This is an optimization exercise on Yosys and OpenROAD, whose aim is a short achievable clock period and few clock cycles, not a production implementation. RTL that was checked went through simulation tests only; none was proved equivalent to the original.

## lane 1
## ww_top
module ww_top (
	input logic clk,
	input logic reset,
	input logic psel,
	input logic penable,
	input logic pwrite,
	input logic [7:0] paddr,
	input logic [WORD_W-1:0] pwdata,
	output logic [WORD_W-1:0] prdata,
	output logic pready,
	output logic pslverr
);
export LEC_CHECK = 0
export ABC_CLOCK_PERIOD_IN_PS = 2500
export CAP_MARGIN = 20
export CORE_MARGIN = 2
export CORE_UTILIZATION = 35
export SLEW_MARGIN = 20
create_clock -name core_clock -period 9.0 [get_ports {clk}]
standard.sh (not shown) runs the stock make flow with config.mk's settings and CLKGATE_MAP_FILE= SYNTH_SCRIPT=/design/flow/synth_recipe.tcl, a recipe that flattens the netlist after the stock synthesis.
==> flow/flow/run.sh <==
#!/bin/bash
# Standard ORFS layout, with the timing repair aiming for extra setup slack
# (the clock period and the SDC are left as they are).
set -euo pipefail
bash standard.sh SETUP_SLACK_MARGIN=6.3 finish > flow_make.log 2>&1
Testbench counts of lane 1, summed over its fixed seeds: cycles 21,461.
Inputs modified between lane 1 and lane 2:
-- flow/design.v --
<<< lane 1, line 62
	logic stat_q;	 
	logic [MEM_IDX_W-1:0] idx_q;
	assign setup = psel && !penable;
	assign waiting = psel && penable && !pready;
>>> lane 2, line 62
	logic stat_q;	 
	logic [MEM_IDX_W-1:0] idx_q;
	logic err_q;
	assign setup = psel && !penable;
	assign waiting = psel && penable && !pready;
<<< lane 1, line 115
	always_ff @(posedge clk) begin
		if (setup) begin
			pslverr <= err;
			pready <= !(slow_rd || (!pwrite && is_stat && running_nxt));
		end else if (waiting) begin
			if (!stat_q || !running_nxt || wcnt == 6'(WAIT_MAX)) begin
				pready <= 1'b1;
			end
		end else begin
			pready <= 1'b1;
>>> lane 2, line 116
	always_ff @(posedge clk) begin
		if (setup) begin
			err_q <= err;
		end
		pslverr <= setup ? err : err_q;
		if (setup) begin
			pready <= !(slow_rd || (!pwrite && is_stat && running_nxt));
		end else if (waiting) begin
			pready <= !stat_q || !running_nxt || wcnt == 6'(WAIT_MAX);
		end else begin
			pready <= 1'b1;
<<< lane 1, line 127
	always_ff @(posedge clk) begin
		if (setup) begin
			prdata <= fast_rd;
			idx_q <= idx;
			mem_idx <= idx;
			mem_wdata <= pwdata;
		end else if (waiting) begin
			if (stat_q) begin
				prdata <= {{(WORD_W-2){1'b0}}, alarm_nxt, running_nxt};
			end else begin
				prdata <= mem[idx_q*WORD_W +: WORD_W];
			end
		end
	end
>>> lane 2, line 129
	always_ff @(posedge clk) begin
		if (setup) begin
			idx_q <= idx;
			mem_idx <= idx;
			mem_wdata <= pwdata;
		end
		if (setup) begin
			prdata <= fast_rd;
		end else if (stat_q) begin
			prdata <= {{(WORD_W-2){1'b0}}, alarm_nxt, running_nxt};
		end else begin
			prdata <= mem[idx_q*WORD_W +: WORD_W];
		end
	end
<<< lane 1, line 192
	logic hit2_0;
	logic [WORD_W-1:0] old1;
	logic fuse;
	logic [ADDR_W-1:0] nfa;	 
>>> lane 2, line 194
	logic hit2_0;
	logic [WORD_W-1:0] old1;
	logic same12;	 
	logic [WORD_W-1:0] rj1, rj2, rf1, rf2, rs2;
	logic fuse;
	logic [ADDR_W-1:0] nfa;	 
<<< lane 1, line 228
		in_ff = a[ADDR_W-1:MEM_IDX_W] == '1 && a[MEM_IDX_W-1:0] < MEM_IDX_W'(FF_WORDS);
	endfunction
	assign ia = ir[ADDR_W-1:0];
	assign ex = running && mode == M_EX && !ovf_q;
	assign is_ld = dec[0];
>>> lane 2, line 232
		in_ff = a[ADDR_W-1:MEM_IDX_W] == '1 && a[MEM_IDX_W-1:0] < MEM_IDX_W'(FF_WORDS);
	endfunction
	function automatic logic same(input logic [WORD_W-1:0] a, input logic [WORD_W-1:0] b);
		same = in_ff(a[ADDR_W-1:0]) && a[ADDR_W-1:0] == b[ADDR_W-1:0];
	endfunction
	assign ia = ir[ADDR_W-1:0];
	assign rj1 = rd(mem, ia + 11'd1);
	assign rj2 = rd(mem, ia + 11'd2);
	assign rf1 = rd(mem, pc + 11'd2);
	assign rf2 = rd(mem, pc + 11'd3);
	assign rs2 = rf1;
	assign ex = running && mode == M_EX && !ovf_q;
	assign is_ld = dec[0];
<<< lane 1, line 241
	assign f_h = (is_ld || is_ts || is_td || is_cp) && dec1[7];
	assign f_c = (is_ts || is_td) && dec1[0];
	assign f_d = (is_ld || is_add) && (dec1[3] || dec1[4]) &&
		!(in_ff(q1[ADDR_W-1:0]) && q2[ADDR_W-1:0] == q1[ADDR_W-1:0]);
	assign fuse = ex && !jump && !in_ff(pc) && (f_e || f_h || f_c || f_d);
	assign acn = is_ld ? opr : sum1;
>>> lane 2, line 253
	assign f_h = (is_ld || is_ts || is_td || is_cp) && dec1[7];
	assign f_c = (is_ts || is_td) && dec1[0];
	assign f_d = (is_ld || is_add) && (dec1[3] || dec1[4]) && !same12;
	assign fuse = ex && !jump && !in_ff(pc) && (f_e || f_h || f_c || f_d);
	assign acn = is_ld ? opr : sum1;
<<< lane 1, line 345
		opr <= w_opr;
		if (jump) begin
			q1 <= rd(mem, ia + 11'd1);
			dec1 <= decode(rd(mem, ia + 11'd1) >> ADDR_W);
			q2 <= rd(mem, ia + 11'd2);
			dec2 <= decode(rd(mem, ia + 11'd2) >> ADDR_W);
		end else if (fuse) begin
			q1 <= rd(mem, pc + 11'd2);
			dec1 <= decode(rd(mem, pc + 11'd2) >> ADDR_W);
			q2 <= rd(mem, pc + 11'd3);
			dec2 <= decode(rd(mem, pc + 11'd3) >> ADDR_W);
		end else begin
			q1 <= q2;
			dec1 <= dec2;
			q2 <= rd(mem, pc + 11'd2);
			dec2 <= decode(rd(mem, pc + 11'd2) >> ADDR_W);
		end
		pc <= nfa + 1'b1;
>>> lane 2, line 356
		opr <= w_opr;
		if (jump) begin
			q1 <= rj1;
			dec1 <= decode(rj1[WORD_W-1:ADDR_W]);
			q2 <= rj2;
			dec2 <= decode(rj2[WORD_W-1:ADDR_W]);
			same12 <= same(rj1, rj2);
		end else if (fuse) begin
			q1 <= rf1;
			dec1 <= decode(rf1[WORD_W-1:ADDR_W]);
			q2 <= rf2;
			dec2 <= decode(rf2[WORD_W-1:ADDR_W]);
			same12 <= same(rf1, rf2);
		end else begin
			q1 <= q2;
			dec1 <= dec2;
			q2 <= rs2;
			dec2 <= decode(rs2[WORD_W-1:ADDR_W]);
			same12 <= same(q2, rs2);
		end
		pc <= nfa + 1'b1;
==> summary.txt <==
Comparing lane 1 and lane 2, post-synthesis cell count is higher on lane 2.
Core utilization essentially unchanged between lane 1 and lane 2.
Reported for lane 1 and lane 2, count of max-cap constraint violations turned out identical to the last digit.
Post-route cell area: lane 2 vs lane 1, no meaningful difference
Relative to lane 1, the worst hold slack of lane 2 is lower by 33 ps.
Against lane 1 as the reference, lane 2 delivers a lower max-slew headroom at the worst pin.
Comparing the two runs side by side, lane 2 comes out behind lane 1 on placeable core region.
For lane 2, only the layout was checked, not whether the RTL still works.

-- what the ideal ports hide --
The results above use ideal ports. As a check the final layouts listed here were re-extracted and re-timed, cells and wires unchanged. Step 1: set_driving_cell puts a clkbuf_16 on clk and a buf_2 on each other input, an assumption about the parent block. Step 2, shift: input delay + t, output delay - t, t = (earliest + latest rising clock arrival at the registers) / 2. This alone moves slack from input paths to output paths. Slacks: no drivers / after step 1 / after step 2; pairs: no drivers / after step 1.
| run | t (ns) | slack for setup (ns) | worst hold slack (ns) | clock arrival spread, ns |
|---|---|---|---|---|
| lane 1 | 0.824 | 5.524 / 5.524 / 4.782 | 0.448 / 0.448 / 0.448 | 0.058 / 0.058 |
| lane 2 | 0.818 | 5.436 / 5.436 / 5.167 | 0.415 / 0.415 / 0.415 | 0.034 / 0.034 |
After both steps every run listed still meets setup and hold. For lane 1, which loses most, drivers alone change the setup slack by 0.000 ns; drivers and shift together by -0.742 ns.
